This is an optimization exercise on Yosys and OpenROAD, whose aim is small area and a short achievable clock period, not a production implementation.
Function was checked by simulation only, so behaviour that the tests miss may differ from the original.
Power figures rest on the tool's default switching activity, not on a simulated workload.

`flow/run.sh`:
```
#!/bin/bash
# Own layout flow: the standard synthesis; its combinational logic re-mapped
# by ABC for delay (resyn.sh: flip-flops and their names untouched), checked
# for equivalence with Yosys (flip-flops cut, so a purely combinational
# proof) and used only if proven; then the standard layout with plain
# buffers (buf_1) on the ports.
set -euo pipefail
R=orfs/results/sky130hd/peak_search_top/base
LIB=$FLOW_HOME/platforms/sky130hd/lib/sky130_fd_sc_hd__tt_025C_1v80.lib
bash standard.sh synth > standard_synth.log 2>&1
cp $R/1_2_yosys.v synth_netlist.v
if bash flow/resyn.sh synth_netlist.v resyn_netlist.v $LIB \
   && python3 flow/cutff.py synth_netlist.v eq_gold.v > cutff.log 2>&1 \
   && python3 flow/cutff.py resyn_netlist.v eq_gate.v >> cutff.log 2>&1; then
  cat > eq.ys <<EOS
read_liberty -ignore_miss_func $LIB
read_verilog eq_gold.v
rename $FLOW_TOP gold
read_verilog eq_gate.v
rename $FLOW_TOP gate
flatten
miter -equiv -flatten -make_assert -ignore_gold_x gold gate m
hierarchy -top m
sat -verify -prove-asserts m
EOS
  if yosys -s eq.ys > equiv.log 2>&1; then
    echo "re-mapped netlist proven equivalent, used" > resyn_used.log
    cp resyn_netlist.v $R/1_2_yosys.v
    touch $R/1_2_yosys.v
    rm -f $R/1_synth.odb $R/1_synth.sdc
  else
    echo "equivalence not proven, standard netlist kept" > resyn_used.log
  fi
fi
bash standard.sh BUFFER_PORTS_ARGS="-buffer_cell sky130_fd_sc_hd__buf_1" finish > standard_flow.log 2>&1
```
`flow/cutff.py`:
```
#!/usr/bin/env python3
# Turns a gate netlist combinational: each flip-flop's Q becomes an input and
# its D (and DE) an output, named after the instance. Usage: cutff.py in.v out.v
import re, sys
text = open(sys.argv[1]).read()
m = re.search(r"^(.*?)module (\w+)\((.*?)\);\n(.*?)\nendmodule", text, re.S)
pre, name, portlist, body = m.groups()
newports, decls = [], []
def repl(cm):
    t, inst, pins = cm.group(1), cm.group(2), cm.group(3)
    if not re.search(r"df|edf|dl", t):
        return cm.group(0)
    pd = dict((p, n.strip()) for p, n in re.findall(r"\.(\w+)\(([^()]*)\)", pins))
    key = re.sub(r"[^A-Za-z0-9_]", "_", inst)
    out = []
    for p, n in pd.items():
        if p in ("CLK", "CLK_N"):
            continue
        nn = n + " " if n.startswith("\\") else n
        if p in ("Q", "Q_N"):
            port = f"ffq_{p}_{key}"
            newports.append(port); decls.append(f"  input {port};")
            out.append(f"  assign {nn} = {port};")
        else:
            port = f"ffd_{p}_{key}"
            newports.append(port); decls.append(f"  output {port};")
            out.append(f"  assign {port} = {nn};")
    return "\n".join(out) + "\n"
body = re.sub(r"\s*(sky130_fd_sc_hd__\w+)\s+(\S+)\s*\((.*?)\);\n", repl, body + "\n", flags=re.S)
open(sys.argv[2], "w").write(pre + f"module {name}({portlist}, {', '.join(newports)});\n" + "\n".join(decls) + "\n" + body + "\nendmodule\n")
```
`flow/resyn.sh`:
```
#!/bin/bash
# resyn.sh IN.v OUT.v LIB : re-maps the combinational logic of a gate netlist
# with ABC (delay-driven mapping, then gate sizing); the flip-flops and tie
# cells stay as they are, with their instance names.
set -euo pipefail
IN=$1; OUT=$2; LIB=$3; D=${RESYN_D:-1500}
DU="-dont_use *probe* -dont_use *lpflow* -dont_use *clkdly* -dont_use *dlygate* -dont_use *dlymetal* -dont_use *ebuf* -dont_use *einv* -dont_use *dlclkp* -dont_use *conb*"
cat > resyn.ys <<EOS
read_liberty -ignore_miss_func $LIB
read_verilog $IN
hierarchy -top $FLOW_TOP
blackbox sky130_fd_sc_hd__dfxtp_1 sky130_fd_sc_hd__edfxtp_1 sky130_fd_sc_hd__conb_1
flatten
opt_clean -purge
abc -liberty $LIB $DU -script "+strash; dch -f; map -D $D; topo; upsize -D $D; dnsize -D $D; stime"
opt_clean -purge
splitnets
opt_clean -purge
insbuf -buf sky130_fd_sc_hd__buf_1 A X
stat -liberty $LIB
write_verilog -noattr -noexpr -nohex -nodec $OUT
EOS
yosys -s resyn.ys > resyn.log 2>&1
```
`standard.sh`:
```
#!/bin/bash
# synth_recipe.tcl (not shown) runs the flow's synth.tcl, then flattens the netlist and writes it again
# the make line also repeats each setting of config.mk as NAME=value (left out here)
make -C /OpenROAD-flow-scripts/flow DESIGN_CONFIG=/design/flow/config.mk WORK_HOME=/design/flow/orfs CLKGATE_MAP_FILE= SYNTH_SCRIPT=/design/flow/synth_recipe.tcl "${@:-finish}"
```
`config.mk`:
```
export PLATFORM = sky130hd
export DESIGN_NAME = peak_search_top
export DESIGN_NICKNAME = peak_search_top
export VERILOG_FILES = /design/flow/design.v
export SDC_FILE = /design/flow/constraint.sdc
export NUM_CORES = 4
export LEC_CHECK = 0
export CAP_MARGIN = 20
export CORE_MARGIN = 2
export CORE_UTILIZATION = 60
export CTS_BUF_LIST = sky130_fd_sc_hd__clkbuf_4 sky130_fd_sc_hd__clkbuf_8
export CTS_CLUSTER_SIZE = 30
export SETUP_SLACK_MARGIN = 4.0
export SLEW_MARGIN = 20
```
`constraint.sdc`:
```
create_clock -name core_clock -period 7.5 [get_ports {clk}]
set_input_delay 1.5000 -clock core_clock [delete_from_list [all_inputs] [get_ports {clk}]]
set_output_delay 1.5000 -clock core_clock [all_outputs]
set_load 0.01 [all_outputs]
```
`design.v`:
```
`default_nettype none
package sample_pkg;
   typedef logic signed [12-1:0] sample_t;
   typedef logic [(12 + 1)-1:0] power_t;
   typedef logic [10-1:0] index_t;
   typedef logic [16-1:0] count_t;
   typedef logic [$clog2(1024):0] frame_len_t;
endpackage
`default_nettype wire
`default_nettype none
package apb_regs_pkg;
   typedef logic [31:0] apb_data_t;
   typedef logic [1:0] ctrl_t;
   typedef enum logic [8-1:0] {
      ADDR_CTRL        = 8'h00,
      ADDR_FRAME_LEN   = 8'h04,
      ADDR_STATUS      = 8'h08,
      ADDR_PEAK_POWER  = 8'h0C,
      ADDR_PEAK_INDEX  = 8'h10,
      ADDR_FRAME_COUNT = 8'h14
   } reg_addr_e;
   localparam int CTRL_ENABLE_BIT = 0;
   localparam int CTRL_IRQ_EN_BIT = 1;
   localparam int STATUS_DONE_BIT = 0;
   localparam int STATUS_BUSY_BIT = 1;
endpackage
`default_nettype wire
`timescale 1ns/1ns
`default_nettype none
module iq_pwr_tree (
   input  wire [10:0] i_xi,
   input  wire        i_si,
   input  wire [10:0] i_xq,
   input  wire        i_sq,
   output wire [12:0] o_r0,
   output wire [12:0] o_r1,
   output wire [12:0] o_r2
);
   wire hs1, hc2;
   assign hs1 = (i_si & i_xi[0]) ^ (i_xi[1] & ~i_xi[0]);
   assign hc2 = (i_si & i_xi[0]) & (i_xi[1] & ~i_xi[0]);
   wire hs3, hc4;
   assign hs3 = (i_sq & i_xq[0]) ^ (i_xq[1] & ~i_xq[0]);
   assign hc4 = (i_sq & i_xq[0]) & (i_xq[1] & ~i_xq[0]);
   wire fs5, fc6;
   assign fs5 = (i_xi[1] & i_xi[0]) ^ (i_si & i_xi[2]) ^ (i_xi[0] & i_xi[2]);
   assign fc6 = ((i_xi[1] & i_xi[0]) & (i_si & i_xi[2])) | ((i_xi[1] & i_xi[0]) & (i_xi[0] & i_xi[2])) | ((i_si & i_xi[2]) & (i_xi[0] & i_xi[2]));
   wire fs7, fc8;
   assign fs7 = (i_xq[1] & i_xq[0]) ^ (i_sq & i_xq[2]) ^ (i_xq[0] & i_xq[2]);
   assign fc8 = ((i_xq[1] & i_xq[0]) & (i_sq & i_xq[2])) | ((i_xq[1] & i_xq[0]) & (i_xq[0] & i_xq[2])) | ((i_sq & i_xq[2]) & (i_xq[0] & i_xq[2]));
   wire fs9, fc10;
   assign fs9 = (i_xi[2] & ~i_xi[1]) ^ (i_si & i_xi[3]) ^ (i_xi[0] & i_xi[3]);
   assign fc10 = ((i_xi[2] & ~i_xi[1]) & (i_si & i_xi[3])) | ((i_xi[2] & ~i_xi[1]) & (i_xi[0] & i_xi[3])) | ((i_si & i_xi[3]) & (i_xi[0] & i_xi[3]));
   wire fs11, fc12;
   assign fs11 = (i_xq[2] & ~i_xq[1]) ^ (i_sq & i_xq[3]) ^ (i_xq[0] & i_xq[3]);
   assign fc12 = ((i_xq[2] & ~i_xq[1]) & (i_sq & i_xq[3])) | ((i_xq[2] & ~i_xq[1]) & (i_xq[0] & i_xq[3])) | ((i_sq & i_xq[3]) & (i_xq[0] & i_xq[3]));
   wire fs13, fc14;
   assign fs13 = (i_xi[2] & i_xi[1]) ^ (i_si & i_xi[4]) ^ (i_xi[0] & i_xi[4]);
   assign fc14 = ((i_xi[2] & i_xi[1]) & (i_si & i_xi[4])) | ((i_xi[2] & i_xi[1]) & (i_xi[0] & i_xi[4])) | ((i_si & i_xi[4]) & (i_xi[0] & i_xi[4]));
   wire hs15, hc16;
   assign hs15 = (i_xi[1] & i_xi[3]) ^ fc10;
   assign hc16 = (i_xi[1] & i_xi[3]) & fc10;
   wire fs17, fc18;
   assign fs17 = (i_xq[2] & i_xq[1]) ^ (i_sq & i_xq[4]) ^ (i_xq[0] & i_xq[4]);
   assign fc18 = ((i_xq[2] & i_xq[1]) & (i_sq & i_xq[4])) | ((i_xq[2] & i_xq[1]) & (i_xq[0] & i_xq[4])) | ((i_sq & i_xq[4]) & (i_xq[0] & i_xq[4]));
   wire hs19, hc20;
   assign hs19 = (i_xq[1] & i_xq[3]) ^ fc12;
   assign hc20 = (i_xq[1] & i_xq[3]) & fc12;
   wire fs21, fc22;
   assign fs21 = (i_xi[3] & ~i_xi[2]) ^ (i_si & i_xi[5]) ^ (i_xi[0] & i_xi[5]);
   assign fc22 = ((i_xi[3] & ~i_xi[2]) & (i_si & i_xi[5])) | ((i_xi[3] & ~i_xi[2]) & (i_xi[0] & i_xi[5])) | ((i_si & i_xi[5]) & (i_xi[0] & i_xi[5]));
   wire fs23, fc24;
   assign fs23 = (i_xi[1] & i_xi[4]) ^ fc14 ^ fs21;
   assign fc24 = ((i_xi[1] & i_xi[4]) & fc14) | ((i_xi[1] & i_xi[4]) & fs21) | (fc14 & fs21);
   wire fs25, fc26;
   assign fs25 = (i_xq[3] & ~i_xq[2]) ^ (i_sq & i_xq[5]) ^ (i_xq[0] & i_xq[5]);
   assign fc26 = ((i_xq[3] & ~i_xq[2]) & (i_sq & i_xq[5])) | ((i_xq[3] & ~i_xq[2]) & (i_xq[0] & i_xq[5])) | ((i_sq & i_xq[5]) & (i_xq[0] & i_xq[5]));
   wire fs27, fc28;
   assign fs27 = (i_xq[1] & i_xq[4]) ^ fc18 ^ fs25;
   assign fc28 = ((i_xq[1] & i_xq[4]) & fc18) | ((i_xq[1] & i_xq[4]) & fs25) | (fc18 & fs25);
   wire fs29, fc30;
   assign fs29 = (i_xi[3] & i_xi[2]) ^ (i_si & i_xi[6]) ^ (i_xi[0] & i_xi[6]);
   assign fc30 = ((i_xi[3] & i_xi[2]) & (i_si & i_xi[6])) | ((i_xi[3] & i_xi[2]) & (i_xi[0] & i_xi[6])) | ((i_si & i_xi[6]) & (i_xi[0] & i_xi[6]));
   wire fs31, fc32;
   assign fs31 = (i_xi[1] & i_xi[5]) ^ (i_xi[2] & i_xi[4]) ^ fc22;
   assign fc32 = ((i_xi[1] & i_xi[5]) & (i_xi[2] & i_xi[4])) | ((i_xi[1] & i_xi[5]) & fc22) | ((i_xi[2] & i_xi[4]) & fc22);
   wire hs33, hc34;
   assign hs33 = fs29 ^ fc24;
   assign hc34 = fs29 & fc24;
   wire fs35, fc36;
   assign fs35 = (i_xq[3] & i_xq[2]) ^ (i_sq & i_xq[6]) ^ (i_xq[0] & i_xq[6]);
   assign fc36 = ((i_xq[3] & i_xq[2]) & (i_sq & i_xq[6])) | ((i_xq[3] & i_xq[2]) & (i_xq[0] & i_xq[6])) | ((i_sq & i_xq[6]) & (i_xq[0] & i_xq[6]));
   wire fs37, fc38;
   assign fs37 = (i_xq[1] & i_xq[5]) ^ (i_xq[2] & i_xq[4]) ^ fc26;
   assign fc38 = ((i_xq[1] & i_xq[5]) & (i_xq[2] & i_xq[4])) | ((i_xq[1] & i_xq[5]) & fc26) | ((i_xq[2] & i_xq[4]) & fc26);
   wire hs39, hc40;
   assign hs39 = fs35 ^ fc28;
   assign hc40 = fs35 & fc28;
   wire fs41, fc42;
   assign fs41 = (i_xi[4] & ~i_xi[3]) ^ (i_si & i_xi[7]) ^ (i_xi[0] & i_xi[7]);
   assign fc42 = ((i_xi[4] & ~i_xi[3]) & (i_si & i_xi[7])) | ((i_xi[4] & ~i_xi[3]) & (i_xi[0] & i_xi[7])) | ((i_si & i_xi[7]) & (i_xi[0] & i_xi[7]));
   wire fs43, fc44;
   assign fs43 = (i_xi[1] & i_xi[6]) ^ (i_xi[2] & i_xi[5]) ^ fc30;
   assign fc44 = ((i_xi[1] & i_xi[6]) & (i_xi[2] & i_xi[5])) | ((i_xi[1] & i_xi[6]) & fc30) | ((i_xi[2] & i_xi[5]) & fc30);
   wire fs45, fc46;
   assign fs45 = fs41 ^ fc32 ^ fs43;
   assign fc46 = (fs41 & fc32) | (fs41 & fs43) | (fc32 & fs43);
   wire fs47, fc48;
   assign fs47 = (i_xq[4] & ~i_xq[3]) ^ (i_sq & i_xq[7]) ^ (i_xq[0] & i_xq[7]);
   assign fc48 = ((i_xq[4] & ~i_xq[3]) & (i_sq & i_xq[7])) | ((i_xq[4] & ~i_xq[3]) & (i_xq[0] & i_xq[7])) | ((i_sq & i_xq[7]) & (i_xq[0] & i_xq[7]));
   wire fs49, fc50;
   assign fs49 = (i_xq[1] & i_xq[6]) ^ (i_xq[2] & i_xq[5]) ^ fc36;
   assign fc50 = ((i_xq[1] & i_xq[6]) & (i_xq[2] & i_xq[5])) | ((i_xq[1] & i_xq[6]) & fc36) | ((i_xq[2] & i_xq[5]) & fc36);
   wire fs51, fc52;
   assign fs51 = fs47 ^ fc38 ^ fs49;
   assign fc52 = (fs47 & fc38) | (fs47 & fs49) | (fc38 & fs49);
   wire fs53, fc54;
   assign fs53 = (i_xi[4] & i_xi[3]) ^ (i_si & i_xi[8]) ^ (i_xi[0] & i_xi[8]);
   assign fc54 = ((i_xi[4] & i_xi[3]) & (i_si & i_xi[8])) | ((i_xi[4] & i_xi[3]) & (i_xi[0] & i_xi[8])) | ((i_si & i_xi[8]) & (i_xi[0] & i_xi[8]));
   wire fs55, fc56;
   assign fs55 = (i_xi[1] & i_xi[7]) ^ (i_xi[2] & i_xi[6]) ^ (i_xi[3] & i_xi[5]);
   assign fc56 = ((i_xi[1] & i_xi[7]) & (i_xi[2] & i_xi[6])) | ((i_xi[1] & i_xi[7]) & (i_xi[3] & i_xi[5])) | ((i_xi[2] & i_xi[6]) & (i_xi[3] & i_xi[5]));
   wire fs57, fc58;
   assign fs57 = fc42 ^ fs53 ^ fs55;
   assign fc58 = (fc42 & fs53) | (fc42 & fs55) | (fs53 & fs55);
   wire hs59, hc60;
   assign hs59 = fc44 ^ fs57;
   assign hc60 = fc44 & fs57;
   wire fs61, fc62;
   assign fs61 = (i_xq[4] & i_xq[3]) ^ (i_sq & i_xq[8]) ^ (i_xq[0] & i_xq[8]);
   assign fc62 = ((i_xq[4] & i_xq[3]) & (i_sq & i_xq[8])) | ((i_xq[4] & i_xq[3]) & (i_xq[0] & i_xq[8])) | ((i_sq & i_xq[8]) & (i_xq[0] & i_xq[8]));
   wire fs63, fc64;
   assign fs63 = (i_xq[1] & i_xq[7]) ^ (i_xq[2] & i_xq[6]) ^ (i_xq[3] & i_xq[5]);
   assign fc64 = ((i_xq[1] & i_xq[7]) & (i_xq[2] & i_xq[6])) | ((i_xq[1] & i_xq[7]) & (i_xq[3] & i_xq[5])) | ((i_xq[2] & i_xq[6]) & (i_xq[3] & i_xq[5]));
   wire fs65, fc66;
   assign fs65 = fc48 ^ fs61 ^ fs63;
   assign fc66 = (fc48 & fs61) | (fc48 & fs63) | (fs61 & fs63);
   wire hs67, hc68;
   assign hs67 = fc50 ^ fs65;
   assign hc68 = fc50 & fs65;
   wire fs69, fc70;
   assign fs69 = (i_xi[5] & ~i_xi[4]) ^ (i_si & i_xi[9]) ^ (i_xi[0] & i_xi[9]);
   assign fc70 = ((i_xi[5] & ~i_xi[4]) & (i_si & i_xi[9])) | ((i_xi[5] & ~i_xi[4]) & (i_xi[0] & i_xi[9])) | ((i_si & i_xi[9]) & (i_xi[0] & i_xi[9]));
   wire fs71, fc72;
   assign fs71 = (i_xi[1] & i_xi[8]) ^ (i_xi[2] & i_xi[7]) ^ (i_xi[3] & i_xi[6]);
   assign fc72 = ((i_xi[1] & i_xi[8]) & (i_xi[2] & i_xi[7])) | ((i_xi[1] & i_xi[8]) & (i_xi[3] & i_xi[6])) | ((i_xi[2] & i_xi[7]) & (i_xi[3] & i_xi[6]));
   wire fs73, fc74;
   assign fs73 = fc54 ^ fc56 ^ fs69;
   assign fc74 = (fc54 & fc56) | (fc54 & fs69) | (fc56 & fs69);
   wire fs75, fc76;
   assign fs75 = fs71 ^ fc58 ^ fs73;
   assign fc76 = (fs71 & fc58) | (fs71 & fs73) | (fc58 & fs73);
   wire fs77, fc78;
   assign fs77 = (i_xq[5] & ~i_xq[4]) ^ (i_sq & i_xq[9]) ^ (i_xq[0] & i_xq[9]);
   assign fc78 = ((i_xq[5] & ~i_xq[4]) & (i_sq & i_xq[9])) | ((i_xq[5] & ~i_xq[4]) & (i_xq[0] & i_xq[9])) | ((i_sq & i_xq[9]) & (i_xq[0] & i_xq[9]));
   wire fs79, fc80;
   assign fs79 = (i_xq[1] & i_xq[8]) ^ (i_xq[2] & i_xq[7]) ^ (i_xq[3] & i_xq[6]);
   assign fc80 = ((i_xq[1] & i_xq[8]) & (i_xq[2] & i_xq[7])) | ((i_xq[1] & i_xq[8]) & (i_xq[3] & i_xq[6])) | ((i_xq[2] & i_xq[7]) & (i_xq[3] & i_xq[6]));
   wire fs81, fc82;
   assign fs81 = fc62 ^ fc64 ^ fs77;
   assign fc82 = (fc62 & fc64) | (fc62 & fs77) | (fc64 & fs77);
   wire fs83, fc84;
   assign fs83 = fs79 ^ fc66 ^ fs81;
   assign fc84 = (fs79 & fc66) | (fs79 & fs81) | (fc66 & fs81);
   wire [11:0] low_A;
   assign low_A = {1'b0, hc60, fc46, hc34, fs31, hc16, fs13, fc6, hc2, (i_si & i_xi[1]), 1'b0, (i_xi[0] ^ i_si)} + {1'b0, fs75, hs59, fs45, hs33, fs23, hs15, fs9, fs5, hs1, 1'b0, 1'b0};
   wire [11:0] low_B;
   assign low_B = {1'b0, hc68, fc52, hc40, fs37, hc20, fs17, fc8, hc4, (i_sq & i_xq[1]), 1'b0, (i_xq[0] ^ i_sq)} + {1'b0, fs83, hs67, fs51, hs39, fs27, hs19, fs11, fs7, hs3, 1'b0, 1'b0};
   wire fs85, fc86;
   assign fs85 = (i_xi[5] & i_xi[4]) ^ (i_si & i_xi[10]) ^ (i_xi[0] & i_xi[10]);
   assign fc86 = ((i_xi[5] & i_xi[4]) & (i_si & i_xi[10])) | ((i_xi[5] & i_xi[4]) & (i_xi[0] & i_xi[10])) | ((i_si & i_xi[10]) & (i_xi[0] & i_xi[10]));
   wire fs87, fc88;
   assign fs87 = (i_xi[1] & i_xi[9]) ^ (i_xi[2] & i_xi[8]) ^ (i_xi[3] & i_xi[7]);
   assign fc88 = ((i_xi[1] & i_xi[9]) & (i_xi[2] & i_xi[8])) | ((i_xi[1] & i_xi[9]) & (i_xi[3] & i_xi[7])) | ((i_xi[2] & i_xi[8]) & (i_xi[3] & i_xi[7]));
   wire fs89, fc90;
   assign fs89 = (i_xi[4] & i_xi[6]) ^ (i_xq[5] & i_xq[4]) ^ (i_sq & i_xq[10]);
   assign fc90 = ((i_xi[4] & i_xi[6]) & (i_xq[5] & i_xq[4])) | ((i_xi[4] & i_xi[6]) & (i_sq & i_xq[10])) | ((i_xq[5] & i_xq[4]) & (i_sq & i_xq[10]));
   wire fs91, fc92;
   assign fs91 = (i_xq[0] & i_xq[10]) ^ (i_xq[1] & i_xq[9]) ^ (i_xq[2] & i_xq[8]);
   assign fc92 = ((i_xq[0] & i_xq[10]) & (i_xq[1] & i_xq[9])) | ((i_xq[0] & i_xq[10]) & (i_xq[2] & i_xq[8])) | ((i_xq[1] & i_xq[9]) & (i_xq[2] & i_xq[8]));
   wire fs93, fc94;
   assign fs93 = (i_xq[3] & i_xq[7]) ^ (i_xq[4] & i_xq[6]) ^ fc70;
   assign fc94 = ((i_xq[3] & i_xq[7]) & (i_xq[4] & i_xq[6])) | ((i_xq[3] & i_xq[7]) & fc70) | ((i_xq[4] & i_xq[6]) & fc70);
   wire fs95, fc96;
   assign fs95 = fc72 ^ fc78 ^ fc80;
   assign fc96 = (fc72 & fc78) | (fc72 & fc80) | (fc78 & fc80);
   wire fs97, fc98;
   assign fs97 = fs85 ^ fs87 ^ fs89;
   assign fc98 = (fs85 & fs87) | (fs85 & fs89) | (fs87 & fs89);
   wire fs99, fc100;
   assign fs99 = fs91 ^ fc74 ^ fc82;
   assign fc100 = (fs91 & fc74) | (fs91 & fc82) | (fc74 & fc82);
   wire fs101, fc102;
   assign fs101 = fs93 ^ fs95 ^ fs97;
   assign fc102 = (fs93 & fs95) | (fs93 & fs97) | (fs95 & fs97);
   wire fs103, fc104;
   assign fs103 = fs99 ^ fc76 ^ fc84;
   assign fc104 = (fs99 & fc76) | (fs99 & fc84) | (fc76 & fc84);
   wire hs105, hc106;
   assign hs105 = fs101 ^ fs103;
   assign hc106 = fs101 & fs103;
   wire fs107, fc108;
   assign fs107 = (i_xi[6] & ~i_xi[5]) ^ (i_xi[1] & i_xi[10]) ^ (i_xi[2] & i_xi[9]);
   assign fc108 = ((i_xi[6] & ~i_xi[5]) & (i_xi[1] & i_xi[10])) | ((i_xi[6] & ~i_xi[5]) & (i_xi[2] & i_xi[9])) | ((i_xi[1] & i_xi[10]) & (i_xi[2] & i_xi[9]));
   wire fs109, fc110;
   assign fs109 = (i_xi[3] & i_xi[8]) ^ (i_xi[4] & i_xi[7]) ^ (i_xq[6] & ~i_xq[5]);
   assign fc110 = ((i_xi[3] & i_xi[8]) & (i_xi[4] & i_xi[7])) | ((i_xi[3] & i_xi[8]) & (i_xq[6] & ~i_xq[5])) | ((i_xi[4] & i_xi[7]) & (i_xq[6] & ~i_xq[5]));
   wire fs111, fc112;
   assign fs111 = (i_xq[1] & i_xq[10]) ^ (i_xq[2] & i_xq[9]) ^ (i_xq[3] & i_xq[8]);
   assign fc112 = ((i_xq[1] & i_xq[10]) & (i_xq[2] & i_xq[9])) | ((i_xq[1] & i_xq[10]) & (i_xq[3] & i_xq[8])) | ((i_xq[2] & i_xq[9]) & (i_xq[3] & i_xq[8]));
   wire fs113, fc114;
   assign fs113 = (i_xq[4] & i_xq[7]) ^ fc86 ^ fc88;
   assign fc114 = ((i_xq[4] & i_xq[7]) & fc86) | ((i_xq[4] & i_xq[7]) & fc88) | (fc86 & fc88);
   wire fs115, fc116;
   assign fs115 = fc90 ^ fc92 ^ fs107;
   assign fc116 = (fc90 & fc92) | (fc90 & fs107) | (fc92 & fs107);
   wire fs117, fc118;
   assign fs117 = fs109 ^ fs111 ^ fc94;
   assign fc118 = (fs109 & fs111) | (fs109 & fc94) | (fs111 & fc94);
   wire fs119, fc120;
   assign fs119 = fc96 ^ fc98 ^ fs113;
   assign fc120 = (fc96 & fc98) | (fc96 & fs113) | (fc98 & fs113);
   wire fs121, fc122;
   assign fs121 = fs115 ^ fc100 ^ fs117;
   assign fc122 = (fs115 & fc100) | (fs115 & fs117) | (fc100 & fs117);
   wire fs123, fc124;
   assign fs123 = fs119 ^ fc102 ^ fc104;
   assign fc124 = (fs119 & fc102) | (fs119 & fc104) | (fc102 & fc104);
   wire fs125, fc126;
   assign fs125 = (i_xi[6] & i_xi[5]) ^ (i_xi[2] & i_xi[10]) ^ (i_xi[3] & i_xi[9]);
   assign fc126 = ((i_xi[6] & i_xi[5]) & (i_xi[2] & i_xi[10])) | ((i_xi[6] & i_xi[5]) & (i_xi[3] & i_xi[9])) | ((i_xi[2] & i_xi[10]) & (i_xi[3] & i_xi[9]));
   wire fs127, fc128;
   assign fs127 = (i_xi[4] & i_xi[8]) ^ (i_xi[5] & i_xi[7]) ^ (i_xq[6] & i_xq[5]);
   assign fc128 = ((i_xi[4] & i_xi[8]) & (i_xi[5] & i_xi[7])) | ((i_xi[4] & i_xi[8]) & (i_xq[6] & i_xq[5])) | ((i_xi[5] & i_xi[7]) & (i_xq[6] & i_xq[5]));
   wire fs129, fc130;
   assign fs129 = (i_xq[2] & i_xq[10]) ^ (i_xq[3] & i_xq[9]) ^ (i_xq[4] & i_xq[8]);
   assign fc130 = ((i_xq[2] & i_xq[10]) & (i_xq[3] & i_xq[9])) | ((i_xq[2] & i_xq[10]) & (i_xq[4] & i_xq[8])) | ((i_xq[3] & i_xq[9]) & (i_xq[4] & i_xq[8]));
   wire fs131, fc132;
   assign fs131 = (i_xq[5] & i_xq[7]) ^ fc108 ^ fc110;
   assign fc132 = ((i_xq[5] & i_xq[7]) & fc108) | ((i_xq[5] & i_xq[7]) & fc110) | (fc108 & fc110);
   wire fs133, fc134;
   assign fs133 = fc112 ^ fs125 ^ fs127;
   assign fc134 = (fc112 & fs125) | (fc112 & fs127) | (fs125 & fs127);
   wire fs135, fc136;
   assign fs135 = fs129 ^ fc114 ^ fc116;
   assign fc136 = (fs129 & fc114) | (fs129 & fc116) | (fc114 & fc116);
   wire fs137, fc138;
   assign fs137 = fs131 ^ fs133 ^ fc118;
   assign fc138 = (fs131 & fs133) | (fs131 & fc118) | (fs133 & fc118);
   wire fs139, fc140;
   assign fs139 = fc120 ^ fs135 ^ fs137;
   assign fc140 = (fc120 & fs135) | (fc120 & fs137) | (fs135 & fs137);
   wire fs141, fc142;
   assign fs141 = (i_xi[7] & ~i_xi[6]) ^ (i_xi[3] & i_xi[10]) ^ (i_xi[4] & i_xi[9]);
   assign fc142 = ((i_xi[7] & ~i_xi[6]) & (i_xi[3] & i_xi[10])) | ((i_xi[7] & ~i_xi[6]) & (i_xi[4] & i_xi[9])) | ((i_xi[3] & i_xi[10]) & (i_xi[4] & i_xi[9]));
   wire fs143, fc144;
   assign fs143 = (i_xi[5] & i_xi[8]) ^ (i_xq[7] & ~i_xq[6]) ^ (i_xq[3] & i_xq[10]);
   assign fc144 = ((i_xi[5] & i_xi[8]) & (i_xq[7] & ~i_xq[6])) | ((i_xi[5] & i_xi[8]) & (i_xq[3] & i_xq[10])) | ((i_xq[7] & ~i_xq[6]) & (i_xq[3] & i_xq[10]));
   wire fs145, fc146;
   assign fs145 = (i_xq[4] & i_xq[9]) ^ (i_xq[5] & i_xq[8]) ^ fc126;
   assign fc146 = ((i_xq[4] & i_xq[9]) & (i_xq[5] & i_xq[8])) | ((i_xq[4] & i_xq[9]) & fc126) | ((i_xq[5] & i_xq[8]) & fc126);
   wire fs147, fc148;
   assign fs147 = fc128 ^ fc130 ^ fs141;
   assign fc148 = (fc128 & fc130) | (fc128 & fs141) | (fc130 & fs141);
   wire fs149, fc150;
   assign fs149 = fs143 ^ fc132 ^ fc134;
   assign fc150 = (fs143 & fc132) | (fs143 & fc134) | (fc132 & fc134);
   wire fs151, fc152;
   assign fs151 = fs145 ^ fs147 ^ fc136;
   assign fc152 = (fs145 & fs147) | (fs145 & fc136) | (fs147 & fc136);
   wire hs153, hc154;
   assign hs153 = fs149 ^ fc138;
   assign hc154 = fs149 & fc138;
   wire fs155, fc156;
   assign fs155 = (i_xi[7] & i_xi[6]) ^ (i_xi[4] & i_xi[10]) ^ (i_xi[5] & i_xi[9]);
   assign fc156 = ((i_xi[7] & i_xi[6]) & (i_xi[4] & i_xi[10])) | ((i_xi[7] & i_xi[6]) & (i_xi[5] & i_xi[9])) | ((i_xi[4] & i_xi[10]) & (i_xi[5] & i_xi[9]));
   wire fs157, fc158;
   assign fs157 = (i_xi[6] & i_xi[8]) ^ (i_xq[7] & i_xq[6]) ^ (i_xq[4] & i_xq[10]);
   assign fc158 = ((i_xi[6] & i_xi[8]) & (i_xq[7] & i_xq[6])) | ((i_xi[6] & i_xi[8]) & (i_xq[4] & i_xq[10])) | ((i_xq[7] & i_xq[6]) & (i_xq[4] & i_xq[10]));
   wire fs159, fc160;
   assign fs159 = (i_xq[5] & i_xq[9]) ^ (i_xq[6] & i_xq[8]) ^ fc142;
   assign fc160 = ((i_xq[5] & i_xq[9]) & (i_xq[6] & i_xq[8])) | ((i_xq[5] & i_xq[9]) & fc142) | ((i_xq[6] & i_xq[8]) & fc142);
   wire fs161, fc162;
   assign fs161 = fc144 ^ fs155 ^ fs157;
   assign fc162 = (fc144 & fs155) | (fc144 & fs157) | (fs155 & fs157);
   wire fs163, fc164;
   assign fs163 = fc146 ^ fc148 ^ fs159;
   assign fc164 = (fc146 & fc148) | (fc146 & fs159) | (fc148 & fs159);
   wire fs165, fc166;
   assign fs165 = fs161 ^ fc150 ^ fs163;
   assign fc166 = (fs161 & fc150) | (fs161 & fs163) | (fc150 & fs163);
   wire fs167, fc168;
   assign fs167 = (i_xi[8] & ~i_xi[7]) ^ (i_xi[5] & i_xi[10]) ^ (i_xi[6] & i_xi[9]);
   assign fc168 = ((i_xi[8] & ~i_xi[7]) & (i_xi[5] & i_xi[10])) | ((i_xi[8] & ~i_xi[7]) & (i_xi[6] & i_xi[9])) | ((i_xi[5] & i_xi[10]) & (i_xi[6] & i_xi[9]));
   wire fs169, fc170;
   assign fs169 = (i_xq[8] & ~i_xq[7]) ^ (i_xq[5] & i_xq[10]) ^ (i_xq[6] & i_xq[9]);
   assign fc170 = ((i_xq[8] & ~i_xq[7]) & (i_xq[5] & i_xq[10])) | ((i_xq[8] & ~i_xq[7]) & (i_xq[6] & i_xq[9])) | ((i_xq[5] & i_xq[10]) & (i_xq[6] & i_xq[9]));
   wire fs171, fc172;
   assign fs171 = fc156 ^ fc158 ^ fs167;
   assign fc172 = (fc156 & fc158) | (fc156 & fs167) | (fc158 & fs167);
   wire fs173, fc174;
   assign fs173 = fs169 ^ fc160 ^ fc162;
   assign fc174 = (fs169 & fc160) | (fs169 & fc162) | (fc160 & fc162);
   wire hs175, hc176;
   assign hs175 = fs171 ^ fc164;
   assign hc176 = fs171 & fc164;
   wire fs177, fc178;
   assign fs177 = (i_xi[8] & i_xi[7]) ^ (i_xi[6] & i_xi[10]) ^ (i_xi[7] & i_xi[9]);
   assign fc178 = ((i_xi[8] & i_xi[7]) & (i_xi[6] & i_xi[10])) | ((i_xi[8] & i_xi[7]) & (i_xi[7] & i_xi[9])) | ((i_xi[6] & i_xi[10]) & (i_xi[7] & i_xi[9]));
   wire fs179, fc180;
   assign fs179 = (i_xq[8] & i_xq[7]) ^ (i_xq[6] & i_xq[10]) ^ (i_xq[7] & i_xq[9]);
   assign fc180 = ((i_xq[8] & i_xq[7]) & (i_xq[6] & i_xq[10])) | ((i_xq[8] & i_xq[7]) & (i_xq[7] & i_xq[9])) | ((i_xq[6] & i_xq[10]) & (i_xq[7] & i_xq[9]));
   wire fs181, fc182;
   assign fs181 = fc168 ^ fc170 ^ fs177;
   assign fc182 = (fc168 & fc170) | (fc168 & fs177) | (fc170 & fs177);
   wire fs183, fc184;
   assign fs183 = fs179 ^ fc172 ^ fs181;
   assign fc184 = (fs179 & fc172) | (fs179 & fs181) | (fc172 & fs181);
   wire fs185, fc186;
   assign fs185 = (i_xi[9] & ~i_xi[8]) ^ (i_xi[7] & i_xi[10]) ^ (i_xq[9] & ~i_xq[8]);
   assign fc186 = ((i_xi[9] & ~i_xi[8]) & (i_xi[7] & i_xi[10])) | ((i_xi[9] & ~i_xi[8]) & (i_xq[9] & ~i_xq[8])) | ((i_xi[7] & i_xi[10]) & (i_xq[9] & ~i_xq[8]));
   wire fs187, fc188;
   assign fs187 = (i_xq[7] & i_xq[10]) ^ fc178 ^ fc180;
   assign fc188 = ((i_xq[7] & i_xq[10]) & fc178) | ((i_xq[7] & i_xq[10]) & fc180) | (fc178 & fc180);
   wire hs189, hc190;
   assign hs189 = fs185 ^ fc182;
   assign hc190 = fs185 & fc182;
   wire fs191, fc192;
   assign fs191 = (i_xi[9] & i_xi[8]) ^ (i_xi[8] & i_xi[10]) ^ (i_xq[9] & i_xq[8]);
   assign fc192 = ((i_xi[9] & i_xi[8]) & (i_xi[8] & i_xi[10])) | ((i_xi[9] & i_xi[8]) & (i_xq[9] & i_xq[8])) | ((i_xi[8] & i_xi[10]) & (i_xq[9] & i_xq[8]));
   wire fs193, fc194;
   assign fs193 = (i_xq[8] & i_xq[10]) ^ fc186 ^ fs191;
   assign fc194 = ((i_xq[8] & i_xq[10]) & fc186) | ((i_xq[8] & i_xq[10]) & fs191) | (fc186 & fs191);
   wire hs195, hc196;
   assign hs195 = (i_xi[10] & ~i_xi[9]) ^ (i_xq[10] & ~i_xq[9]);
   assign hc196 = (i_xi[10] & ~i_xi[9]) & (i_xq[10] & ~i_xq[9]);
   assign o_r0 = {1'b0, 1'b0, (i_xi[10] & i_xi[9]), fc192, fc188, fc184, fc174, fc166, fc152, fc140, fc122, hc106, low_A[11]};
   assign o_r1 = {1'b0, 1'b0, (i_xq[10] & i_xq[9]), fc194, hc190, fs187, hc176, fs173, hc154, fs151, fc124, fs121, low_B[11]};
   assign o_r2 = {1'b0, 1'b0, hc196, hs195, fs193, hs189, fs183, hs175, fs165, hs153, fs139, fs123, hs105};
endmodule
module iq_power (
   input  wire                 clk,
   input  wire                 i_rst_n,
   input  wire                 i_valid,
   output logic                o_ready,
   input  wire sample_pkg::sample_t i_i,
   input  wire sample_pkg::sample_t i_q,
   output logic                o_pwr_valid,
   input  wire                 i_pwr_ready,
   output logic [10:0]         o_xi,
   output logic                o_si,
   output logic [10:0]         o_xq,
   output logic                o_sq
);
   logic take;
   assign o_ready = i_pwr_ready | ~o_pwr_valid;
   assign take    = i_valid & o_ready;
   always_ff @(posedge clk) begin
      if (!i_rst_n) begin
         o_pwr_valid <= 1'b0;
      end else if (take) begin
         o_pwr_valid <= 1'b1;
      end else if (i_pwr_ready) begin
         o_pwr_valid <= 1'b0;
      end
   end
   always_ff @(posedge clk) begin
      if (o_ready) begin
         o_xi <= i_i[10:0] ^ {11{i_i[11]}};
         o_si <= i_i[11];
         o_xq <= i_q[10:0] ^ {11{i_q[11]}};
         o_sq <= i_q[11];
      end
   end
endmodule
`default_nettype wire
`timescale 1ns/1ns
`default_nettype none
module frame_arg_max (
   input  wire                     clk,
   input  wire                     i_rst_n,
   input  wire                     i_enable,
   input  wire sample_pkg::frame_len_t i_frame_len,
   input  wire                     i_pwr_valid,
   output logic                    o_pwr_ready,
   input  wire [10:0]              i_xi,
   input  wire                     i_si,
   input  wire [10:0]              i_xq,
   input  wire                     i_sq,
   output logic                    o_res_valid,
   output sample_pkg::power_t      o_peak_power,
   output sample_pkg::index_t      o_peak_index,
   input  wire                     i_res_busy,
   output logic                    o_busy
);
   logic                   hold_q;
   logic                   hold_d;
   logic                   infr_q;      
   logic                   infr_d;
   logic                   res_d;
   sample_pkg::index_t     cnt_q;
   sample_pkg::index_t     cnt_inc;
   sample_pkg::index_t     len_q;
   sample_pkg::index_t     cur_len;
   logic                   first;
   logic                   take;
   logic                   last;
   logic                   lag_v_q;
   logic                   lag_first_q;
   sample_pkg::index_t     lag_idx_q;
   logic [12:0]            r0, r1, r2;
   logic [12:0]            lag_r0_q, lag_r1_q, lag_r2_q;
   sample_pkg::power_t     lag_pwr;
   logic [12:0]            s1, c1, nm;
   logic [13:0]            s2, c2, gt_sum;
   logic                   gt;
   sample_pkg::power_t     max_q;
   sample_pkg::index_t     idx_q;
   sample_pkg::power_t     max_d;
   sample_pkg::index_t     idx_d;
   logic                   upd;
   assign o_pwr_ready = i_enable & ~hold_q;
   assign take        = i_pwr_valid & o_pwr_ready;
   assign first   = ~infr_q;
   assign cnt_inc = cnt_q + 1'b1;
   assign cur_len = first ? i_frame_len[10-1:0] : len_q;
   assign last    = (cnt_inc == cur_len);
   always_comb begin
      hold_d = hold_q;
      infr_d = infr_q;
      res_d  = 1'b0;
      if (hold_q) begin
         if (!i_res_busy) begin
            hold_d = 1'b0;
            res_d  = 1'b1;
         end
      end else if (take) begin
         infr_d = ~last;
         if (last) begin
            if (i_res_busy || o_res_valid) begin
               hold_d = 1'b1;
            end else begin
               res_d  = 1'b1;
            end
         end
      end
   end
   always_ff @(posedge clk) begin
      if (!i_rst_n) begin
         hold_q      <= 1'b0;
         infr_q      <= 1'b0;
         o_busy      <= 1'b0;
         cnt_q       <= '0;
         o_res_valid <= 1'b0;
         lag_v_q     <= 1'b0;
      end else begin
         hold_q      <= hold_d;
         infr_q      <= infr_d;
         o_busy      <= hold_d | infr_d;
         o_res_valid <= res_d;
         lag_v_q     <= take;
         if (take) begin
            cnt_q <= last ? '0 : cnt_inc;
         end
      end
   end
   always_ff @(posedge clk) begin
      if (take && first) begin
         len_q <= i_frame_len[10-1:0];
      end
   end
   iq_pwr_tree tree0 (
      .i_xi (i_xi),
      .i_si (i_si),
      .i_xq (i_xq),
      .i_sq (i_sq),
      .o_r0 (r0),
      .o_r1 (r1),
      .o_r2 (r2)
   );
   always_ff @(posedge clk) begin
      lag_r0_q    <= r0;
      lag_r1_q    <= r1;
      lag_r2_q    <= r2;
      lag_idx_q   <= cnt_q;
      lag_first_q <= first;
   end
   assign s1 = lag_r0_q ^ lag_r1_q ^ lag_r2_q;
   assign c1 = {(lag_r0_q[11:0] & lag_r1_q[11:0]) | (lag_r0_q[11:0] & lag_r2_q[11:0]) |
                (lag_r1_q[11:0] & lag_r2_q[11:0]), 1'b0};
   assign lag_pwr = s1 + c1;
   assign nm = ~max_q;
   assign s2 = {1'b0, s1 ^ c1 ^ nm};
   assign c2 = {(s1 & c1) | (s1 & nm) | (c1 & nm), 1'b0};
   assign gt_sum = s2 + c2;
   assign gt     = gt_sum[13];
   assign upd   = lag_v_q & (lag_first_q | gt);
   assign max_d = upd ? lag_pwr : max_q;
   assign idx_d = upd ? lag_idx_q : idx_q;
   always_ff @(posedge clk) begin
      max_q <= max_d;
      idx_q <= idx_d;
   end
   assign o_peak_power = max_d;
   assign o_peak_index = idx_d;
endmodule
`default_nettype wire
`timescale 1ns/1ns
`default_nettype none
module peak_apb_regs (
   input  wire                      clk,
   input  wire                      i_rst_n,
   input  wire                      i_psel,
   input  wire                      i_penable,
   input  wire                      i_pwrite,
   input  wire logic [8-1:0]  i_paddr,
   input  wire apb_regs_pkg::apb_data_t i_pwdata,
   output apb_regs_pkg::apb_data_t  o_prdata,
   output logic                     o_pready,
   output logic                     o_pslverr,
   output logic                     o_enable,
   output sample_pkg::frame_len_t   o_frame_len,
   input  wire                      i_res_valid,
   input  wire sample_pkg::power_t  i_peak_power,
   input  wire sample_pkg::index_t  i_peak_index,
   input  wire                      i_busy,
   output logic                     o_res_busy,
   output logic                     o_irq
);
   apb_regs_pkg::ctrl_t      ctrl_q;
   sample_pkg::frame_len_t frame_len_q;
   logic       done_q;
   logic       irq_q;
   sample_pkg::power_t     peak_power_q;
   sample_pkg::index_t     peak_index_q;
   sample_pkg::count_t     frame_count_q;
   logic       access;
   logic [5:0] sel_d;
   logic [5:0] sel_q;
   logic       unmapped_q;
   logic       wr;
   apb_regs_pkg::apb_data_t  rdata;
   localparam int FL_W = $clog2(1024) + 1;
   function automatic sample_pkg::frame_len_t clamp_len(input apb_regs_pkg::apb_data_t wdata);
      if (wdata == '0 || wdata > 1024) begin
         clamp_len = 1024;
      end else begin
         clamp_len = wdata[FL_W-1:0];
      end
   endfunction
   assign sel_d[0] = (i_paddr == 8'h00);
   assign sel_d[1] = (i_paddr == 8'h04);
   assign sel_d[2] = (i_paddr == 8'h08);
   assign sel_d[3] = (i_paddr == 8'h0C);
   assign sel_d[4] = (i_paddr == 8'h10);
   assign sel_d[5] = (i_paddr == 8'h14);
   always_ff @(posedge clk) begin
      sel_q      <= sel_d;
      unmapped_q <= ~|sel_d;
   end
   assign access = i_psel & i_penable;
   assign wr     = access & i_pwrite;
   always_comb begin
      rdata = '0;
      rdata[1:0]   = rdata[1:0]   | ({2{sel_q[0]}} & ctrl_q);
      rdata[10:0]  = rdata[10:0]  | ({11{sel_q[1]}} & frame_len_q);
      rdata[1:0]   = rdata[1:0]   | ({2{sel_q[2]}} & {i_busy, done_q});
      rdata[12:0]  = rdata[12:0]  | ({13{sel_q[3]}} & peak_power_q);
      rdata[9:0]   = rdata[9:0]   | ({10{sel_q[4]}} & peak_index_q);
      rdata[15:0]  = rdata[15:0]  | ({16{sel_q[5]}} & frame_count_q);
   end
   assign o_prdata  = rdata;
   assign o_pready  = 1'b1;
   assign o_pslverr = unmapped_q;
   always_ff @(posedge clk) begin
      if (!i_rst_n) begin
         ctrl_q        <= '0;
         frame_len_q   <= 1024;
         done_q        <= 1'b0;
         irq_q         <= 1'b0;
         frame_count_q <= '0;
      end else begin
         irq_q <= done_q & ctrl_q[apb_regs_pkg::CTRL_IRQ_EN_BIT];
         if (wr && sel_q[0]) begin
            ctrl_q <= i_pwdata[1:0];
         end
         if (wr && sel_q[1]) begin
            frame_len_q <= clamp_len(i_pwdata);
         end
         if (i_res_valid) begin
            done_q        <= 1'b1;
            frame_count_q <= frame_count_q + 1'b1;
         end else if (wr && sel_q[2] && i_pwdata[apb_regs_pkg::STATUS_DONE_BIT]) begin
            done_q <= 1'b0;
         end
      end
   end
   always_ff @(posedge clk) begin
      if (i_res_valid) begin
         peak_power_q <= i_peak_power;
         peak_index_q <= i_peak_index;
      end
   end
   assign o_enable    = ctrl_q[apb_regs_pkg::CTRL_ENABLE_BIT];
   assign o_frame_len = frame_len_q;
   assign o_res_busy  = done_q;
   assign o_irq       = irq_q;
endmodule
`default_nettype wire
`timescale 1ns/1ns
`default_nettype none
module peak_search_top (
   input  wire                      clk,
   input  wire                      i_rst_n,
   input  wire                      i_s_valid,
   output wire                      o_s_ready,
   input  wire sample_pkg::sample_t i_s_i,
   input  wire sample_pkg::sample_t i_s_q,
   input  wire                      i_psel,
   input  wire                      i_penable,
   input  wire                      i_pwrite,
   input  wire logic [8-1:0]  i_paddr,
   input  wire apb_regs_pkg::apb_data_t i_pwdata,
   output wire apb_regs_pkg::apb_data_t o_prdata,
   output wire                      o_pready,
   output wire                      o_pslverr,
   output wire                      o_irq
);
   logic       enable;
   sample_pkg::frame_len_t frame_len;
   logic       res_valid;
   sample_pkg::power_t     peak_power;
   sample_pkg::index_t     peak_index;
   logic       res_busy;
   logic       busy;
   logic       pwr_valid;
   logic       pwr_ready;
   logic [10:0] pwr_xi;
   logic        pwr_si;
   logic [10:0] pwr_xq;
   logic        pwr_sq;
   iq_power power0 (
      .clk     (clk),
      .i_rst_n (i_rst_n),
      .i_valid (i_s_valid),
      .o_ready (o_s_ready),
      .i_i     (i_s_i),
      .i_q     (i_s_q),
      .o_pwr_valid (pwr_valid),
      .i_pwr_ready (pwr_ready),
      .o_xi    (pwr_xi),
      .o_si    (pwr_si),
      .o_xq    (pwr_xq),
      .o_sq    (pwr_sq)
   );
   frame_arg_max search0 (
      .clk           (clk),
      .i_rst_n       (i_rst_n),
      .i_enable      (enable),
      .i_frame_len   (frame_len),
      .i_pwr_valid   (pwr_valid),
      .o_pwr_ready   (pwr_ready),
      .i_xi          (pwr_xi),
      .i_si          (pwr_si),
      .i_xq          (pwr_xq),
      .i_sq          (pwr_sq),
      .o_res_valid   (res_valid),
      .o_peak_power  (peak_power),
      .o_peak_index  (peak_index),
      .i_res_busy    (res_busy),
      .o_busy        (busy)
   );
   peak_apb_regs regs0 (
      .clk           (clk),
      .i_rst_n       (i_rst_n),
      .i_psel        (i_psel),
      .i_penable     (i_penable),
      .i_pwrite      (i_pwrite),
      .i_paddr       (i_paddr),
      .i_pwdata      (i_pwdata),
      .o_prdata      (o_prdata),
      .o_pready      (o_pready),
      .o_pslverr     (o_pslverr),
      .o_enable      (enable),
      .o_frame_len   (frame_len),
      .i_res_valid   (res_valid),
      .i_peak_power  (peak_power),
      .i_peak_index  (peak_index),
      .i_busy        (busy),
      .o_res_busy    (res_busy),
      .o_irq         (o_irq)
   );
endmodule
`default_nettype wire
```
==> results of run 1 <==
[layout by cell type (no fill, tap or decap), types with 4 or more instances in the layout]
cell / instances
a21o_1: 5
conb_1: 20
nand2_1: 380
buf_1: 88
inv_8: 4
dfxtp_1: 121
clkbuf_8: 17
o211ai_1: 4
nand3_1: 57
edfxtp_1: 57
o21a_1: 4
nor2_2: 9
nor3_1: 21
inv_2: 18
nand4_1: 25
and2_1: 7
o21ai_1: 8
a31oi_1: 5
o21ai_0: 86
a22oi_1: 37
xnor2_1: 19
a22o_1: 4
o21bai_1: 6
or2_2: 19
a21boi_0: 8
a21oi_1: 47
nor4_1: 10
nor2_1: 227
o22ai_1: 27
xor2_1: 96
clkinv_1: 166
nand2_2: 8
[per-layer routing]
layer	vias to the layer above	GRT usage, %	part of all wire (%)	wire, um
met2	331	48.77	49	12690
met1	4522	32.76	43	11080
met4	0	10.10	2.8	732
met5	-	0	0	0
li1	5324	-	-	-
met3	48	4.385	5.9	1549
[registers in the layout, indices dropped and copies added (netlist names), 2 cells and up]
register             count
search0.lag_r0_q        11
power0.o_xq             11
search0.lag_r1_q        11
regs0.frame_count_q     16
search0.idx_q           10
search0.lag_idx_q       10
regs0.ctrl_q             2
search0.cnt_q           10
search0.lag_r2_q        11
power0.o_xi             11
search0.len_q           10
regs0.peak_power_q      13
regs0.peak_index_q      10
search0.max_q           13
regs0.sel_q              6
regs0.frame_len_q       11
[cell type report]
class	instances	share of cell area, %
well taps	229	2.390
inverters	186	5.824
flip-flops and latches	178	34.49
clock inverters	15	1.357
repair buffers	91	2.943
multi-input cells	1187	51.05
clock buffers	17	1.952
[power by group]
part / internal [uW] / switching [uW] / total, uW
clock network: 253 / 397 / 649
logic: 552 / 916 / 1470
registers: 1100 / 69.7 / 1170
total: 1900 / 1380 / 3280
[worst reg2reg max path, cell delays in order (launching register included)]
cell	delay [ns]
dfxtp_1	0.62
clkinv_1	0.40
nand2_1	0.14
nand2_1	0.07
xor2_1	0.14
nor3_1	0.21
nand4_1	0.11
a211oi_1	0.20
nand3_1	0.29
nor2_1	0.55
a21oi_1	0.14
nor3_1	0.17
[metrics by stage]
step / instance area, um^2 / hold WS [ns] / std cells / total power [uW]
2_1_floorplan: 11010 / 0.3380 / 1567 / 2377
5_1_grt: 11990 / 0.3926 / 1903 / 3559
3_5_place_dp: 11590 / 0.3638 / 1871 / 2650
3_3_place_gp: 11590 / 0.3652 / 1871 / 2617
6_report: 11990 / 0.3749 / 1903 / 3282
4_1_cts: 11990 / 0.3841 / 1903 / 3295
[final timing paths]
check,start,to,slack (ns),cells past startpoint
worst max register to register,search0.infr_q$_SDFF_PN0_,search0.o_res_valid$_SDFF_PN0_,4.37,11
worst min register to register,search0.cnt_q[2]$_SDFFE_PN0P_,search0.lag_idx_q[2]$_DFF_P_,0.37,0
worst min-delay path,search0.cnt_q[2]$_SDFFE_PN0P_,search0.lag_idx_q[2]$_DFF_P_,0.37,0
worst max-delay path,regs0.sel_q[5]$_DFF_P_,o_prdata[11],4.26,3
==> impl_metrics.csv, run 1 <==
group,metric,value,unit
sta,tightest_slew,0.9243,ns
finish,drive_gt1_share,6.392,%
sta,hold_violations,0,
floorplan,rows,49,
clock_network,cts_tree,"built",
synth,ys_warn_count,3,
global_route,grt_pass1_vias,9294,
worst_setup_path,crit_buf_inv,2,
worst_setup_path,max_stage_delay,0.64,ns
floorplan,ios,106,
finish,ff_latch_area,4134,um^2
power_and_ir_drop,leakage,0.004834,uW
routing,final_antenna_net_count,0,
sta,grt_setup_unrepaired,"false",
clock_network,holdBufCountCts,0,
floorplan,fp.coreArea,17900,um^2
finish,n_antenna_cell,0,
synth,synthesis.area,10940,um^2
floorplan,start_util,61.11,%
worst_setup_path,cp-start-kind,"flop",
placed_design,dp_slack,4.002,ns
run_status,status,"no timing/DRC/antenna violations",
clock_network,clk_pin_slew,0.11,ns
clock_network,clock_sinks,178,
sta,slew_viol_final,0,
sta,slew_headroom,38.09,%
sta,clock.fmax,309.1,MHz
routing,post_drt_wl_per_cell,13.69,um
sta,finClkSkew,0.02070,ns
placed_design,io_buffers,88,
hold_path,hold_path_class,"flop to flop",
finish,final.fill_count,1603,
routing,postRouteWirelength,26060,um
floorplan,dieArea,19330,um^2
clock_network,clockBufferDepth,2,
finish,area_delta_synth_final,9.572,%
power_and_ir_drop,power.density,273.8,nW/um^2
power_and_ir_drop,ir_drop,0.1665,mV
run,drv_cap,0,
finish,multi_input_area,6120,um^2
worst_setup_path,critPathTopFamily,"flip-flops",
worst_setup_path,crit_arrival,1.74,ns
sta,fin_crit,3.235,ns
routing,drt_iter0_markers,591,
global_route,grt_pass1_wl,43000,um
global_route,grt_max_degree,40,
synth,syn_inst,1549,
clock_network,post_cts_resized,0,
finish,fin_util,66.96,%
clock_network,clk_latency,0.48,ns
clock_network,cts-root-buf,"clkbuf_8",
placed_design,place_congestion,0.9435,
worst_setup_path,path_class,"flop to primary output",
clock_network,cts_setup_buffers,0,
synth,avgSynthCellArea,7.063,um^2
worst_setup_path,worstPathRequired,6.00,ns
routing,first_pass_iters,5,
global_route,antenna_found_initial,0,
clock_network,numCtsBuffers,17,
sta,setup_tns,0,ns
routing,route.vias.total,10230,
routing,via_per_inst,5.373,
sta,finalWorstSetupSlack,4.265,ns
worst_setup_path,crit_slowest_cell,"dfxtp_1",
global_route,grt_usage,27.14,%
worst_setup_path,crit_fanout,12,
finish,nets,1731,
floorplan,die_h,139.0,um
global_route,grt_overflow,0,
floorplan,die_w,139.0,um
clock_network,h-tree-depth,4,
worst_setup_path,cp_cell_sequence,"clkinv_1 -> o21ai_0 -> buf_1",
placed_design,hpwl,20510,um
sta,finalSetupViolations,0,
worst_setup_path,endpoint_kind,"primary output",
routing,route.detailed.drc,0,
sta,fin_crit_sh,43.13,%
==> run 2: changes to the inputs <==
--- a/config.mk
+++ b/config.mk
@@ -11,4 +11,4 @@
 export CTS_BUF_LIST = sky130_fd_sc_hd__clkbuf_4 sky130_fd_sc_hd__clkbuf_8
 export CTS_CLUSTER_SIZE = 30
-export SETUP_SLACK_MARGIN = 4.0
+export SETUP_SLACK_MARGIN = 4.5
 export SLEW_MARGIN = 20
==> impl_metrics.csv, run 2 <==
group,metric,value,unit
routing,first_pass_iters,5,
floorplan,start_util,61.11,%
finish,final_cell_mix,"nand2_1, nor2_1, clkinv_1",
worst_setup_path,endpoint_kind,"primary output",
finish,drive_gt1_share,9.524,%
routing,route.detailed.drc,0,
sta,slew_headroom,48.61,%
sta,slew_viol_final,0,
floorplan,die_w,139.0,um
floorplan,fp.coreArea,17900,um^2
worst_setup_path,path_class,"flop to primary output",
clock_network,cts_tree,"built",
worst_setup_path,reg2reg_slack,4.68,ns
floorplan,rows,49,
power_and_ir_drop,power.density,276.2,nW/um^2
routing,via_per_inst,5.396,
finish,final.fill_count,1563,
finish,area_delta_synth_final,13.12,%
clock_network,clk_latency,0.49,ns
finish,layout_commonest_cell,"nand2_1",
routing,postRouteWirelength,27390,um
worst_setup_path,reg2reg_depth,10,
worst_setup_path,crit_fanout,12,
hold_path,whs_path_depth,0,
routing,drt_iter0_markers,575,
global_route,grt_usage,28.01,%
finish,nets,1758,
clock_network,clockBufferDepth,2,
finish,regMostFlops,"regs0.frame_count_q",
worst_setup_path,r2r_end,"search0.lag_r2_q[2]$_DFF_P_",
routing,route.vias.total,10410,
finish,largest_reg_flops,16,
sta,grt_setup_unrepaired,"true",
worst_setup_path,cp-start-kind,"flop",
synth,avgSynthCellArea,7.063,um^2
clock_network,h-tree-depth,4,
floorplan,ios,106,
hold_path,hold_path_class,"flop to flop",
global_route,grt_max_degree,28,
clock_network,cts-root-buf,"clkbuf_8",
finish,top_regs,"regs0.frame_count_q: 16 flops, regs0.peak_power_q: 13 flops, search0.max_q: 13 flops",
placed_design,place_congestion,0.9625,
worst_setup_path,worstPathRequired,6.00,ns
sta,fin_crit,2.942,ns
sta,setup_tns,0,ns
finish,n_antenna_cell,0,
sta,tightest_slew,0.7680,ns
floorplan,die_h,139.0,um
power_and_ir_drop,leakage,0.004976,uW
sta,worst_hold_slack,0.3984,ns
synth,ys_warn_count,3,
global_route,antenna_found_initial,0,
clock_network,numCtsBuffers,17,
sta,finClkSkew,0.02238,ns
power_and_ir_drop,ir_drop,0.1792,mV
placed_design,io_buffers,88,
run_status,status,"no timing/DRC/antenna violations",
sta,hold_violations,0,
global_route,grt_overflow,0,
synth,syn_inst,1549,
global_route,grt_pass1_vias,9429,
sta,fin_crit_sh,39.22,%
worst_setup_path,crit-reg2reg-launch,"power0.o_xi[7]$_DFFE_PN_",
hold_path,min_from,"search0.cnt_q[2]$_SDFFE_PN0P_",
run,drv_cap,0,
routing,final_antenna_net_count,0,
routing,post_drt_wl_per_cell,14.19,um
clock_network,clk_pin_slew,0.11,ns
sta,clock.fmax,340.0,MHz
synth,synthesis.area,10940,um^2
hold_path,min_to,"search0.lag_idx_q[2]$_DFF_P_",
sta,finalSetupViolations,0,
placed_design,hpwl,20530,um
global_route,grt_pass1_wl,44090,um
floorplan,dieArea,19330,um^2
clock_network,clock_sinks,178,
worst_setup_path,crit_arrival,1.44,ns
-- run 2: cell count changes in the layout (fill, tap and decap cells not counted), sizes merged --
cell / delta
buf: +22
bufbuf: +1
clkbuf: +1
clkinv: -10
clkinvlp: +10
o211ai: +3
-- run 2: how the worst max path moves through the flow --
stage | startpoint | slack [ns] | endpoint
2_1_floorplan | i_pwdata[2] | 4.76 | regs0.frame_len_q[0]$_SDFFE_PN0P_
3_3_place_gp | i_rst_n | 4.07 | search0.o_busy$_SDFF_PN0_
3_5_place_dp | i_rst_n | 4.01 | search0.o_busy$_SDFF_PN0_
4_1_cts | power0.o_xq[4]$_DFFE_PN_ | 4.50 | search0.lag_r2_q[1]$_DFF_P_
5_1_grt | search0.lag_r1_q[3]$_DFF_P_ | 4.39 | regs0.peak_power_q[4]$_DFFE_PP_
6_report | regs0.sel_q[1]$_DFF_P_ | 4.56 | o_prdata[5]
-- run 2: area by class of cell --
cell class / count / area [um^2] / area share [%]
Multi-Input combinational cell: 1190 / 6245 / 50.46
Inverter: 186 / 737.0 / 5.955
Tap cell: 229 / 286.5 / 2.315
Clock inverter: 15 / 141.4 / 1.142
Timing Repair Buffer: 115 / 584.3 / 4.721
Clock buffer: 17 / 234.0 / 1.891
Sequential cell: 178 / 4148 / 33.52
-- run 2: repair_timing --
item / in CTS / in global routing
hold buffers: 0 / 0
pin swaps: 2 / 3
resized for setup: 12 / 33
endpoints found under the setup margin: 21 / 60
setup buffers: 1 / 22
gates cloned: 2 / 2
-- run 2: layer usage --
layer / track usage, % / share of wire (%)
met5: 0 / 0
met4: 12.28 / 3.7
met3: 3.902 / 5.0
met2: 49.57 / 50
met1: 34.08 / 42
-- run 2: report_power, final --
| part | internal, uW | switching [uW] |
|---|---|---|
| Clock | 245 | 403 |
| Combinational | 619 | 986 |
| Sequential | 1090 | 70.7 |
-- run 2: worst max-delay path, cell delays in order (launching register included) --
cell	delay, ns
dfxtp_4	0.41
a22oi_1	0.27
nand2_1	0.12
buf_1	0.14
-- run 2: metrics by stage --
step	total power, uW	util, %	cells	worst slack [ns]	area (um^2)
2_1_floorplan	2377	-	1567	4.757	11010
3_3_place_gp	2613	64.75	1871	4.066	11590
3_5_place_dp	2642	64.75	1871	4.006	11590
4_1_cts	3294	67.36	1906	4.501	12060
5_1_grt	3690	69.13	1930	4.392	12380
6_report	3418	69.13	1930	4.558	12380
==> run 3: changes to the inputs <==
--- a/flow/run.sh
+++ b/flow/run.sh
@@ -10,5 +10,5 @@
 bash standard.sh synth > standard_synth.log 2>&1
 cp $R/1_2_yosys.v synth_netlist.v
-if bash flow/resyn.sh synth_netlist.v resyn_netlist.v $LIB \
+if RESYN_D=1800 bash flow/resyn.sh synth_netlist.v resyn_netlist.v $LIB \
    && python3 flow/cutff.py synth_netlist.v eq_gold.v > cutff.log 2>&1 \
    && python3 flow/cutff.py resyn_netlist.v eq_gate.v >> cutff.log 2>&1; then
==> impl_metrics.csv, run 3 <==
group,metric,value,unit
run_status,status,"no timing/DRC/antenna violations",
synth,ys_warn_count,3,
sta,finalWorstSetupSlack,4.543,ns
global_route,grt_overflow,0,
global_route,top_usage_layer,"met2",
clock_network,clock_sinks,178,
worst_setup_path,crit_buf_inv,1,
routing,via_per_inst,5.259,
power_and_ir_drop,leakage,0.004770,uW
floorplan,die_h,138.3,um
sta,tightest_slew,0.8199,ns
floorplan,die_w,138.3,um
worst_setup_path,critPathTopFamily,"flip-flops",
routing,final_antenna_net_count,0,
worst_setup_path,path_class,"flop to primary output",
routing,route.vias.total,10100,
global_route,grt_max_degree,36,
power_and_ir_drop,power.density,277.4,nW/um^2
finish,largest_reg_flops,16,
run,drv_cap,0,
finish,final.fill_count,1586,
finish,final_cell_mix,"nand2_1, nor2_1, clkinv_1",
global_route,grt.met2_usage,48.72,%
worst_setup_path,endpoint_kind,"primary output",
sta,slew_viol_final,0,
sta,setup_tns,0,ns
synth,syn_inst,1546,
routing,route.detailed.drc,0,
global_route,grt_usage,26.84,%
global_route,grt_pass1_vias,9257,
synth,avgSynthCellArea,7.004,um^2
sta,slew_headroom,45.14,%
finish,drive_gt1_share,8.097,%
clock_network,holdBufCountCts,0,
finish,top_regs,"regs0.frame_count_q: 16 flops, regs0.peak_power_q: 13 flops, search0.max_q: 13 flops",
global_route,antenna_found_initial,0,
sta,finClkSkew,0.02369,ns
clock_network,cts-root-buf,"clkbuf_8",
sta,hold_violations,0,
floorplan,rows,49,
finish,layout_commonest_cell,"nand2_1",
hold_path,hold_path_class,"flop to flop",
sta,fin_crit,2.957,ns
worst_setup_path,max_stage_delay,0.53,ns
worst_setup_path,worstPathRequired,6.00,ns
clock_network,clk_pin_slew,0.11,ns
finish,n_antenna_cell,0,
global_route,grt_pass1_wl,42590,um
routing,post_drt_wl_per_cell,13.33,um
floorplan,start_util,60.69,%
clock_network,clockBufferDepth,2,
routing,first_pass_iters,5,
placed_design,io_buffers,88,
finish,regMostFlops,"regs0.frame_count_q",
worst_setup_path,crit_fanout,12,
sta,worst_hold_slack,0.3731,ns
global_route,grt_util_met1,31.93,%
power_and_ir_drop,ir_drop,0.1766,mV
global_route,grt_use_met3,4.919,%
placed_design,dp_slack,4.099,ns
placed_design,place_congestion,0.9287,
finish,area_delta_synth_final,12.35,%
sta,clock.fmax,338.2,MHz
placed_design,hpwl,19390,um
clock_network,cts_tree,"built",
routing,postRouteWirelength,25600,um
clock_network,h-tree-depth,4,
worst_setup_path,cp-start-kind,"flop",
clock_network,clk_latency,0.49,ns
finish,nets,1749,
worst_setup_path,cp_cell_sequence,"a22oi_1 -> nand3_1 -> buf_1",
sta,fin_crit_sh,39.42,%
floorplan,ios,106,
floorplan,fp.coreArea,17840,um^2
floorplan,dieArea,19140,um^2
routing,drt_iter0_markers,640,
synth,synthesis.area,10830,um^2
worst_setup_path,crit_slowest_cell,"dfxtp_2",
clock_network,numCtsBuffers,17,
sta,grt_setup_unrepaired,"true",
sta,finalSetupViolations,0,
worst_setup_path,crit_arrival,1.46,ns
-- run 3: where the power goes --
part / switching [uW] / total, uW / internal, uW
Combinational: 974 / 1590 / 616
Clock: 379 / 623 / 244
Sequential: 65.6 / 1160 / 1100
Total: 1420 / 3370 / 1960
-- run 3: area by class of cell --
class	count	area (um^2)	area share, %
multi-input combinational	1165	5996	49.29
sequential	178	4145	34.07
inverter	206	817.0	6.716
timing repair buffer	111	554.3	4.556
tap	229	286.5	2.355
clock buffer	18	241.5	1.985
clock inverter	14	125.1	1.028
-- run 3: per-layer routing --
| metal | vias up | wire, um |
|---|---|---|
| met4 | 0 | 612 |
| li1 | 5263 | - |
| met5 | - | 0 |
| met1 | 4527 | 10870 |
| met2 | 270 | 12950 |
| met3 | 42 | 1161 |
-- run 3: final timing paths --
path	startpoint	endpoint	slack, ns	depth (start not counted)
min	search0.cnt_q[2]$_SDFFE_PN0P_	search0.lag_idx_q[2]$_DFF_P_	0.37	0
max reg2reg	power0.o_xi[10]$_DFFE_PN_	search0.lag_r2_q[2]$_DFF_P_	4.71	13
max	regs0.sel_q[1]$_DFF_P_	o_prdata[0]	4.54	3
min reg2reg	search0.cnt_q[2]$_SDFFE_PN0P_	search0.lag_idx_q[2]$_DFF_P_	0.37	0
-- run 3: what timing repair did --
item | CTS | global route
setup endpoints to repair | 16 | 72
hold endpoints to repair | 0 | 0
gates cloned | 1 | 1
pin swaps | 1 | 2
resized for setup | 9 | 28
setup buffers | 1 | 18
-- run 3: per-stage QoR --
stage / cells / utilization (%) / total power (uW) / cell area, um^2
floorplan: 1564 / - / 2451 / 10900
global placement: 1868 / 64.34 / 2680 / 11480
detailed placement: 1868 / 64.34 / 2715 / 11480
CTS: 1902 / 66.76 / 3335 / 11910
global route: 1921 / 68.19 / 3659 / 12170
finish: 1921 / 68.19 / 3374 / 12170

## afterwards: timing with drivers on the ports
In the flow no input, the clock included, has a driving cell. The finished layouts below were timed again as built, in two steps.
Step 1: set_driving_cell puts a clkbuf_16 on clk and a buf_2 on each other input, an assumption about the parent block.
Step 2 moves the port delays by t, midway between the first and last clock arrival at a register: inputs arrive t later, outputs are due t later. That takes back most of the time a late clock gives input paths.
Three values: no drivers, after step 1, after step 2; two values: the first two.
run | shift t [ns] | slack for setup (ns) | hold slack, ns | worst slew at a driven data input, ns | cell pins on the clock port's net
run 1 | 0.506 | 4.265 / 4.225 / 3.935 | 0.375 / 0.375 / 0.375 | 0.03 | 1
run 2 | 0.523 | 4.558 / 4.517 / 4.238 | 0.398 / 0.398 / 0.398 | 0.03 | 1
run 3 | 0.519 | 4.543 / 4.501 / 4.268 | 0.373 / 0.373 / 0.373 | 0.04 | 1
After both steps setup and hold are still met in every run listed. The setup slack of run 1, which loses most, moves by -0.040 ns with the drivers and by -0.330 ns with both steps.
